Context: an optimization exercise on an open-source flow, tuned for small area. The choices shown serve that exercise and are no tape-out recipe.
The RTL was checked by simulation tests, not by an equivalence proof against the original design.
Power figures rest on the tool's default switching activity, not on a simulated workload.

== exp/sierra ==
## gauge_command_stepper_display
module gauge_command_stepper_display (
  input  logic                             clk,
  input  logic                             rst,
  input  logic                             in_valid,
  output logic                             in_ready,
  input  logic [1:0]                       in_func,
  input  logic [7:0]                       in_rx_byte,
  output logic                             out_valid,
  input  logic                             out_ready,
  output logic                             out_kind,
  output logic [7:0]                       out_value,
  output logic                             out_lcd_is_data,
  input  logic                             cfg_wen,
  input  logic [gcsd_pkg::CFG_INDEX_W-1:0] cfg_index,
  input  logic [gcsd_pkg::CFG_DATA_W-1:0]  cfg_data
);
Size: ~420 flip-flops, ~0.014 mm² of cells after synthesis.
==> flow/config.mk <==
export PLATFORM = sky130hd
export DESIGN_NAME = gauge_command_stepper_display
export DESIGN_NICKNAME = gauge_command_stepper_display
export VERILOG_FILES = /design/flow/design.v
export SDC_FILE = /design/flow/constraint.sdc
export NUM_CORES = 4
export LEC_CHECK = 0
export CAP_MARGIN = 20
export CORE_MARGIN = 2
export CORE_UTILIZATION = 40
export CTS_BUF_LIST = sky130_fd_sc_hd__clkbuf_16
export CTS_CLUSTER_DIAMETER = 60
export CTS_CLUSTER_SIZE = 24
export SLEW_MARGIN = 20
==> flow/constraint.sdc <==
create_clock -name core_clock -period 5.0 [get_ports {clk}]
set_input_delay 1.0000 -clock core_clock [delete_from_list [all_inputs] [get_ports {clk}]]
set_output_delay 1.0000 -clock core_clock [all_outputs]
set_load 0.01 [all_outputs]
standard.sh (not shown) runs the stock make flow with config.mk's settings and CLKGATE_MAP_FILE= SYNTH_SCRIPT=/design/flow/synth_recipe.tcl, a recipe that flattens the netlist after the stock synthesis.
==> flow/flow/run.sh <==
#!/bin/bash
# The standard layout with two changes:
#  - synthesis maps the logic with an area-oriented ABC script (flow/abc_area.script)
#    in place of ORFS's speed script; everything else in synthesis is unchanged;
#  - the port buffers are made from the smallest buffer cell.
set -euo pipefail
here=$PWD
rm -rf scripts_area
cp -r "$FLOW_HOME/scripts" scripts_area
cp flow/abc_area.script scripts_area/abc_speed.script
bash standard.sh "SCRIPTS_DIR=$here/scripts_area" synth > synth.log 2>&1
bash standard.sh "BUFFER_PORTS_ARGS=-buffer_cell sky130_fd_sc_hd__buf_1" finish > layout.log 2>&1
==> flow/flow/abc_area.script <==
strash
balance; rewrite; refactor; balance; rewrite; rewrite -z; balance; refactor -z; rewrite -z; balance
dch -f
amap
topo
dnsize -c
exp/sierra finished every step from synthesis to the final layout, and the layout passed the timing, design-rule and antenna checks.
Edits applied to the flow inputs when going from exp/sierra to exp/raven:
Settings: CTS_CLUSTER_SIZE now 30, was 24; GPL_TIMING_DRIVEN now 0, previously not set; CTS_CLUSTER_DIAMETER now 80, was 60.
- The final layout from exp/raven, which completed every stage, passed the timing, design-rule and antenna checks at the end of the flow.
- exp/raven: share of total power consumed by net switching 1.1 points below exp/sierra
- On cell area after layout, exp/sierra loses to exp/raven.
- Row routed metal-1 wirelength: exp/raven lower / exp/sierra higher
- exp/raven ended up with a higher critical path's largest stage delay than exp/sierra did.
- Compared to exp/sierra, exp/raven reaches a lower achievable clock.
- Comparing exp/sierra and exp/raven, total power is lower on exp/raven.
Changes in exp/cedar relative to exp/raven:
Settings: a change of CTS_CLUSTER_DIAMETER from 80 to 60; a change of CTS_CLUSTER_SIZE from 30 to 16; a change of CTS_BUF_LIST from sky130_fd_sc_hd__clkbuf_16 to sky130_fd_sc_hd__clkbuf_8; a deleted GPL_TIMING_DRIVEN that had been 0.
-- flow/flow/run.sh --
<<< exp/raven, line 10
cp flow/abc_area.script scripts_area/abc_speed.script
bash standard.sh "SCRIPTS_DIR=$here/scripts_area" synth > synth.log 2>&1
bash standard.sh "BUFFER_PORTS_ARGS=-buffer_cell sky130_fd_sc_hd__buf_1" finish > layout.log 2>&1
>>> exp/cedar, line 10
cp flow/abc_area.script scripts_area/abc_speed.script
bash standard.sh "SCRIPTS_DIR=$here/scripts_area" "ADDER_MAP_FILE=" synth > synth.log 2>&1
bash standard.sh "BUFFER_PORTS_ARGS=-buffer_cell sky130_fd_sc_hd__buf_1" finish > layout.log 2>&1
==> flow/flow/abc_area.script <==
strash
dc2
dch -f
amap
topo
dnsize -c
==> notes.md <==
Higher delay of the slowest cell on the worst path among exp/cedar and exp/raven: exp/raven
Post-CTS setup repair buffer count came out exactly the same in exp/cedar and exp/raven.
Setup WNS exp/raven -> exp/cedar: better
Relative to exp/raven, cell count of the worst reg-to-reg path has increased by 4 in exp/cedar.
Measured against each other, exp/cedar and exp/raven differ in multi-input gate count, the lower figure coming from exp/cedar.
Against exp/raven, exp/cedar comes in 0.4 points higher on portion of total power attributed to the clock network.
exp/cedar vs exp/raven, end point of the critical path: o_value[3] vs u_display.u_ring.slot[0][0]
What exp/quartz does differently from exp/cedar at the input level:
Settings: CTS_CLUSTER_SIZE now 20, was 16.
-- flow/flow/run.sh --
<<< exp/cedar, line 10
cp flow/abc_area.script scripts_area/abc_speed.script
bash standard.sh "SCRIPTS_DIR=$here/scripts_area" "ADDER_MAP_FILE=" synth > synth.log 2>&1
bash standard.sh "BUFFER_PORTS_ARGS=-buffer_cell sky130_fd_sc_hd__buf_1" finish > layout.log 2>&1
>>> exp/quartz, line 10
cp flow/abc_area.script scripts_area/abc_speed.script
bash standard.sh "SCRIPTS_DIR=$here/scripts_area" synth > synth.log 2>&1
bash standard.sh "BUFFER_PORTS_ARGS=-buffer_cell sky130_fd_sc_hd__buf_1" finish > layout.log 2>&1
==> flow/flow/abc_area.script <==
strash
balance; rewrite; refactor; balance; rewrite; rewrite -z; balance; refactor -z; rewrite -z; balance
dch -f
amap
topo
dnsize -c
Notes after the runs:
The final critical-path setup slack reported for exp/quartz is greater than that of exp/cedar by 0.17 ns.
Summary of the comparison: worst max-slew margin expressed relative to the limit is lower in exp/quartz, relative to exp/cedar.
Total half-perimeter wirelength after legalization and detailed placement delta (exp/quartz -> exp/cedar): insignificant
Between exp/cedar and exp/quartz, wire length on met2 is higher for exp/cedar, exp/quartz comes in under that.
Compared to exp/cedar, the routing of exp/quartz uses less wire.
exp/cedar reports its top routing layer in use as met4 while exp/quartz reports met5.
Going from exp/cedar to exp/quartz, met3 track demand over resource now larger; total number of placement rows higher; DRC marker count from the first detailed-route iteration lost 182; footprint of the multi-input gates grew by about 6%.
Global-route usage was higher in the run labelled exp/cedar.
Inputs modified between exp/quartz and exp/zinc:
Settings: changing CTS_CLUSTER_SIZE from 20 to 16.
-- flow/flow/run.sh --
<<< exp/quartz, line 10
cp flow/abc_area.script scripts_area/abc_speed.script
bash standard.sh "SCRIPTS_DIR=$here/scripts_area" synth > synth.log 2>&1
bash standard.sh "BUFFER_PORTS_ARGS=-buffer_cell sky130_fd_sc_hd__buf_1" finish > layout.log 2>&1
>>> exp/zinc, line 10
cp flow/abc_area.script scripts_area/abc_speed.script
bash standard.sh "SCRIPTS_DIR=$here/scripts_area" "ADDER_MAP_FILE=" synth > synth.log 2>&1
bash standard.sh "BUFFER_PORTS_ARGS=-buffer_cell sky130_fd_sc_hd__buf_1" finish > layout.log 2>&1
## What came out
On minimum setup slack in the final design: between exp/zinc and exp/quartz, it ends up lower for exp/zinc.
The global routing usage on met2 in exp/zinc was higher than what exp/quartz gave.
The final estimated routing congestion in global placement reported for exp/zinc is smaller than that of exp/quartz by about 7%.


gauge_command_stepper_display, a different RTL version from the one above (not shown whole).
Size: ~420 flip-flops, ~14000 sq um of cells after synthesis.
clock: 5.0 ns
lec_check: 0
cap_margin: 5
core_margin: 2
core_utilization: 40
cts_buf_list: sky130_fd_sc_hd__clkbuf_8
cts_cluster_diameter: 60
cts_cluster_size: 16
slew_margin: 5
==> flow/flow/run.sh <==
#!/bin/bash
# The standard layout with these changes:
#  - synthesis maps the logic with an area-oriented ABC script (flow/abc_area.script)
#    in place of ORFS's speed script, and leaves adders to ABC as plain logic
#    (ADDER_MAP_FILE empty); everything else in synthesis is unchanged;
#  - the port buffers are made from the smallest buffer cell.
# Each step's full output goes to its own log here: synth.log, layout.log.
set -euo pipefail
here=$PWD
rm -rf scripts_area
cp -r "$FLOW_HOME/scripts" scripts_area
cp flow/abc_area.script scripts_area/abc_speed.script
bash standard.sh "SCRIPTS_DIR=$here/scripts_area" "ADDER_MAP_FILE=" synth > synth.log 2>&1
bash standard.sh "BUFFER_PORTS_ARGS=-buffer_cell sky130_fd_sc_hd__buf_1" finish > layout.log 2>&1
==> flow/flow/abc_area.script <==
strash
balance; rewrite; refactor; balance; rewrite; rewrite -z; balance; refactor -z; rewrite -z; balance
dch -f
amap
topo
dnsize -c
==> next run, changes <==
CAP_MARGIN = 20   (was 5)
SLEW_MARGIN = 20   (was 5)
Effect: Clock-buffer cell count is unchanged. Synthesized cell count is unchanged. Non-clock buffer count does not change. Wire length hardly moves.


Another version of the RTL of gauge_command_stepper_display (not shown whole).
Size in the first run: about 1100 cells after synthesis, ~420 flip-flops, roughly 76 I/O pins, about 13000 um2 of cells after synthesis.
clock: 5.0 ns
lec_check: 0
cap_margin: 20
core_margin: 2
core_utilization: 40
cts_buf_list: sky130_fd_sc_hd__clkbuf_8
cts_cluster_diameter: 60
cts_cluster_size: 16
slew_margin: 20
==> flow/flow/abc_area.script <==
strash
balance; rewrite; refactor; balance; rewrite; rewrite -z; balance; refactor -z; rewrite -z; balance
&get -n
&deepsyn -J 200 -T 400
&put
dch -f
amap
topo
dnsize -c
Scripts as last shown in full above: flow/flow/run.sh
==> next run, changes <==
==> flow/flow/abc_area.script (replaced) <==
strash
balance; rewrite; refactor; balance; rewrite; rewrite -z; balance; refactor -z; rewrite -z; balance
dch -f
amap
topo
dnsize -c
The changed run finished with timing, DRC and antenna clean.
Count of clock-buffer cells in the layout rose by 1.
Synthesized cell count rose by 6.7%.
Wire length rose by 2.7%.
Power fell by 2.1%.
Sequential power fell by about 3%.
Clock skew fell by 8.0 ps.
Synthesized area rose by 1.5%.
Worst setup slack gains 210 ps.
==> next run, changes <==
==> flow/flow/abc_area.script (replaced) <==
strash
balance; rewrite; refactor; balance; rewrite; rewrite -z; balance; refactor -z; rewrite -z; balance
&get -n
&deepsyn -J 50 -T 200
&put
dch -f
amap
topo
dnsize -c
Setup slack got worse by 210 ps. Clock power hardly moves. Wire length is lower by 2.6%. Cell area falls by 1.7%. First-iteration DRC count rises by 36%. Flip-flop and latch count is unchanged. Total power climbs by 2.2%. Fmax decreases by 4.5%.
==> next run, changes <==
--- a/flow/config.mk
+++ b/flow/config.mk
@@ -13,2 +13,3 @@
 export CTS_CLUSTER_SIZE = 16
+export GPL_TIMING_DRIVEN = 0
 export SLEW_MARGIN = 20
After rerunning: The new run completed without violations; clock skew falls by 3.8 ps; clock-buffer cell count falls by 2; total power falls by 0.64%; worst setup slack degrades by 20 ps.


gauge_command_stepper_display, a different RTL version from the one above (not shown whole).
For scale: about 1,200 cells after synthesis, about 420 flip-flops, roughly 15,000 µm² of cells after synthesis.
clock: 5.0 ns
lec_check: 0
cap_margin: 20
core_margin: 2
core_utilization: 65
cts_buf_list: sky130_fd_sc_hd__clkbuf_8
cts_cluster_diameter: 60
cts_cluster_size: 16
place_density: 0.75
slew_margin: 20
run.sh (not shown) runs the stock make flow with config.mk's settings and CLKGATE_MAP_FILE= SYNTH_SCRIPT=/design/flow/synth_recipe.tcl, a recipe that flattens the netlist after the stock synthesis.
Stock flow here: none of the scripts above is used.
The baseline completed with no timing, DRC or antenna violations.
Rerun with:
==> flow/flow/run.sh (new file) <==
#!/bin/bash
# The standard layout with two changes:
#  - synthesis maps the logic with an area-oriented ABC script (flow/abc_area.script)
#    in place of ORFS's speed script; everything else in synthesis is unchanged;
#  - the port buffers are made from the smallest buffer cell.
set -euo pipefail
here=$PWD
rm -rf scripts_area
cp -r "$FLOW_HOME/scripts" scripts_area
cp flow/abc_area.script scripts_area/abc_speed.script
bash standard.sh "SCRIPTS_DIR=$here/scripts_area" synth > synth.log 2>&1
bash standard.sh "BUFFER_PORTS_ARGS=-buffer_cell sky130_fd_sc_hd__buf_1" finish > layout.log 2>&1
==> flow/flow/abc_area.script (new file) <==
strash
balance; rewrite; refactor; balance; rewrite; rewrite -z; balance; refactor -z; rewrite -z; balance
dch -f
amap
topo
dnsize -c
==> flow/standard.sh (new file) <==
#!/bin/bash
# synth_recipe.tcl (not shown) runs the flow's synth.tcl, then flattens the netlist and writes it again
# the make line also repeats each setting of config.mk as NAME=value (left out here)
make -C /OpenROAD-flow-scripts/flow DESIGN_CONFIG=/design/flow/config.mk WORK_HOME=/design/flow/orfs CLKGATE_MAP_FILE= SYNTH_SCRIPT=/design/flow/synth_recipe.tcl "${@:-finish}"
removed: flow/run.sh
Effect: The new run died in global routing (5_1_grt), error GRT-0232; synthesized area went down by 7.7%; synthesized cell count goes down by 5.5%.
Rerun with:
==> flow/flow/run.sh (replaced) <==
#!/bin/bash
# The standard layout, with the port buffers made from the smallest buffer cell.
set -euo pipefail
bash standard.sh "BUFFER_PORTS_ARGS=-buffer_cell sky130_fd_sc_hd__buf_1" finish > standard.log 2>&1
CTS_BUF_LIST = sky130_fd_sc_hd__clkbuf_16   (was sky130_fd_sc_hd__clkbuf_8)
CTS_CLUSTER_DIAMETER = 80   (was 60)
CTS_CLUSTER_SIZE = 30   (was 16)
removed: flow/flow/abc_area.script
This time the run produced a clean layout.
Synthesized area rises by 8.3%.
Synthesized cell count grows by 5.8%.
Rerun with:
==> flow/run.sh (new file) <==
#!/bin/bash
# synth_recipe.tcl (not shown) runs the flow's synth.tcl, then flattens the netlist and writes it again
# the make line also repeats each setting of config.mk as NAME=value (left out here)
make -C /OpenROAD-flow-scripts/flow DESIGN_CONFIG=/design/flow/config.mk WORK_HOME=/design/flow/orfs CLKGATE_MAP_FILE= SYNTH_SCRIPT=/design/flow/synth_recipe.tcl finish
CTS_BUF_LIST = sky130_fd_sc_hd__clkbuf_4   (was sky130_fd_sc_hd__clkbuf_16)
CTS_CLUSTER_DIAMETER = 50   (was 80)
CTS_CLUSTER_SIZE = 10   (was 30)
removed: flow/flow/run.sh
removed: flow/standard.sh
After rerunning:
- The changed run completed with no timing, DRC or antenna violations
- critical path depth shrinks by 1
- setup slack gets better by 0.043 ns
- core utilization rises by 2.1 points
- non-clock buffer count grows by 3
- design area increases by a few percent
Rerun with:
==> flow/flow/run.sh (new file) <==
#!/bin/bash
# The standard layout, with the port buffers made from the smallest buffer cell.
set -euo pipefail
bash standard.sh "BUFFER_PORTS_ARGS=-buffer_cell sky130_fd_sc_hd__buf_1" finish > standard.log 2>&1
==> flow/standard.sh (new file) <==
#!/bin/bash
# synth_recipe.tcl (not shown) runs the flow's synth.tcl, then flattens the netlist and writes it again
# the make line also repeats each setting of config.mk as NAME=value (left out here)
make -C /OpenROAD-flow-scripts/flow DESIGN_CONFIG=/design/flow/config.mk WORK_HOME=/design/flow/orfs CLKGATE_MAP_FILE= SYNTH_SCRIPT=/design/flow/synth_recipe.tcl "${@:-finish}"
CTS_BUF_LIST = sky130_fd_sc_hd__clkbuf_8   (was sky130_fd_sc_hd__clkbuf_4)
CTS_CLUSTER_DIAMETER = 60   (was 50)
CTS_CLUSTER_SIZE = 16   (was 10)
removed: flow/run.sh
Result: Worst setup slack gets worse by 0.053 ns. Final cell count is lower by 1.7%. Combinational power is lower by 12%. Via count is lower by 2.7%. Non-clock buffer count is lower by 2. Cell area is lower by 2.7%.


RTL: one of the versions met above, not the one the previous note started from.
For scale: roughly 420 flip-flops, roughly 76 I/O pins, about 13000 um2 of cells after synthesis.
Design gauge_command_stepper_display, start of the top module:
module gauge_command_stepper_display (
  input  logic                             clk,
  input  logic                             rst,
  input  logic                             in_valid,
  output logic                             in_ready,
  input  logic [1:0]                       in_func,
  input  logic [7:0]                       in_rx_byte,
  output logic                             out_valid,
  input  logic                             out_ready,
  output logic                             out_kind,
  output logic [7:0]                       out_value,
  output logic                             out_lcd_is_data,
  input  logic                             cfg_wen,
  input  logic [gcsd_pkg::CFG_INDEX_W-1:0] cfg_index,
  input  logic [gcsd_pkg::CFG_DATA_W-1:0]  cfg_data
);
Settings: LEC_CHECK=0, CAP_MARGIN=20, CORE_MARGIN=2, CORE_UTILIZATION=40, CTS_BUF_LIST=sky130_fd_sc_hd__clkbuf_8, CTS_CLUSTER_DIAMETER=50, CTS_CLUSTER_SIZE=18, SLEW_MARGIN=20; clock period 5.0 ns.
standard.sh (not shown) runs the stock make flow with config.mk's settings and CLKGATE_MAP_FILE= SYNTH_SCRIPT=/design/flow/synth_recipe.tcl, a recipe that flattens the netlist after the stock synthesis.
==> flow/flow/run.sh <==
#!/bin/bash
# The standard layout with these changes:
#  - synthesis maps the logic with an area-oriented ABC script (flow/abc_area.script)
#    in place of ORFS's speed script, and leaves adders to ABC as plain logic
#    (ADDER_MAP_FILE empty); everything else in synthesis is unchanged;
#  - the port buffers are made from the smallest buffer cell.
# Each step's full output goes to its own log here: synth.log, layout.log.
set -euo pipefail
here=$PWD
rm -rf scripts_area
cp -r "$FLOW_HOME/scripts" scripts_area
cp flow/abc_area.script scripts_area/abc_speed.script
bash standard.sh "SCRIPTS_DIR=$here/scripts_area" "ADDER_MAP_FILE=" synth > synth.log 2>&1
bash standard.sh "BUFFER_PORTS_ARGS=-buffer_cell sky130_fd_sc_hd__buf_1" finish > layout.log 2>&1
==> flow/flow/abc_area.script <==
strash
balance; rewrite; refactor; balance; rewrite; rewrite -z; balance; refactor -z; rewrite -z; balance
&get -n
&deepsyn -J 50 -T 200
&put
dch -f
amap
topo
dnsize -c
The first run went through all stages and came out clean.
Rerun with:
==> flow/flow/abc_area.script (replaced) <==
strash
&get -n
&deepsyn -J 50 -T 200
&put
dch -f
amap
topo
dnsize -c
- CTS_CLUSTER_DIAMETER: 50 -> 60
- CTS_CLUSTER_SIZE: 18 -> 16
Clock power fell by about 14%; wire length fell by about 0.66%; synthesized cell count rose by about 1.3%; sequential power fell by about 3%; die area rose by about 0.4%.

separate check: timing with driven ports:
How much do the figures lean on ideal ports? The routed layouts below were timed once more, with nothing changed but the port constraints. Step 1 (the two cells are an assumption about what drives the block):
set clk [get_ports {clk}]
set_driving_cell -lib_cell sky130_fd_sc_hd__clkbuf_16 $clk
set_driving_cell -lib_cell sky130_fd_sc_hd__buf_2 [delete_from_list [all_inputs] $clk]
Step 2 also shifts input and output timing later by t, the mid clock arrival at the registers, as if the neighbouring blocks saw the same clock. a / b / c = ideal / step 1 / step 2; a / b = the first two.
| run | t, ns | setup slack, ns | latest minus earliest clock arrival (ns) | pins driven straight from the clock port |
|---|---|---|---|---|
| exp/sierra | 0.613 | 0.896 / 0.896 / 0.743 | 0.025 / 0.024 | 1 |
| exp/raven | 0.585 | 0.598 / 0.610 / 0.026 | 0.031 / 0.031 | 1 |
| exp/cedar | 0.589 | 0.724 / 0.724 / 0.724 | 0.028 / 0.029 | 1 |
| exp/quartz | 0.675 | 0.896 / 0.896 / 0.721 | 0.023 / 0.023 | 1 |
| exp/zinc | 0.662 | 0.712 / 0.712 / 0.712 | 0.034 / 0.034 | 1 |
| the first run of note 2 | 0.593 | 0.539 / 0.539 / 0.539 | 0.036 / 0.037 | 1 |
| the second run of note 2 | 0.593 | 0.788 / 0.788 / 0.788 | 0.041 / 0.041 | 1 |
| the first run of note 3 | 0.585 | 0.470 / 0.470 / 0.470 | 0.033 / 0.033 | 1 |
| the second run of note 3 | 0.601 | 0.675 / 0.675 / 0.675 | 0.029 / 0.029 | 1 |
| the third run of note 3 | 0.585 | 0.470 / 0.470 / 0.470 | 0.033 / 0.033 | 1 |
| the fourth run of note 3 | 0.659 | 0.449 / 0.449 / 0.261 | 0.028 / 0.029 | 1 |
| the first run of note 4 | 0.607 | 0.846 / 0.846 / 0.846 | 0.045 / 0.045 | 1 |
| the third run of note 4 | 0.571 | 0.814 / 0.814 / 0.814 | 0.021 / 0.022 | 1 |
| the fourth run of note 4 | 0.760 | 0.857 / 0.857 / 0.857 | 0.062 / 0.061 | 1 |
| the fifth run of note 4 | 0.581 | 0.803 / 0.803 / 0.803 | 0.025 / 0.025 | 1 |
| the first run of note 5 | 0.603 | 0.466 / 0.466 / 0.466 | 0.035 / 0.035 | 1 |
| the second run of note 5 | 0.652 | 0.623 / 0.623 / 0.623 | 0.029 / 0.030 | 1 |
After both steps every run listed still meets setup and hold. For exp/raven, which loses most, drivers alone change the setup slack by +0.012 ns; drivers and shift together by -0.572 ns.
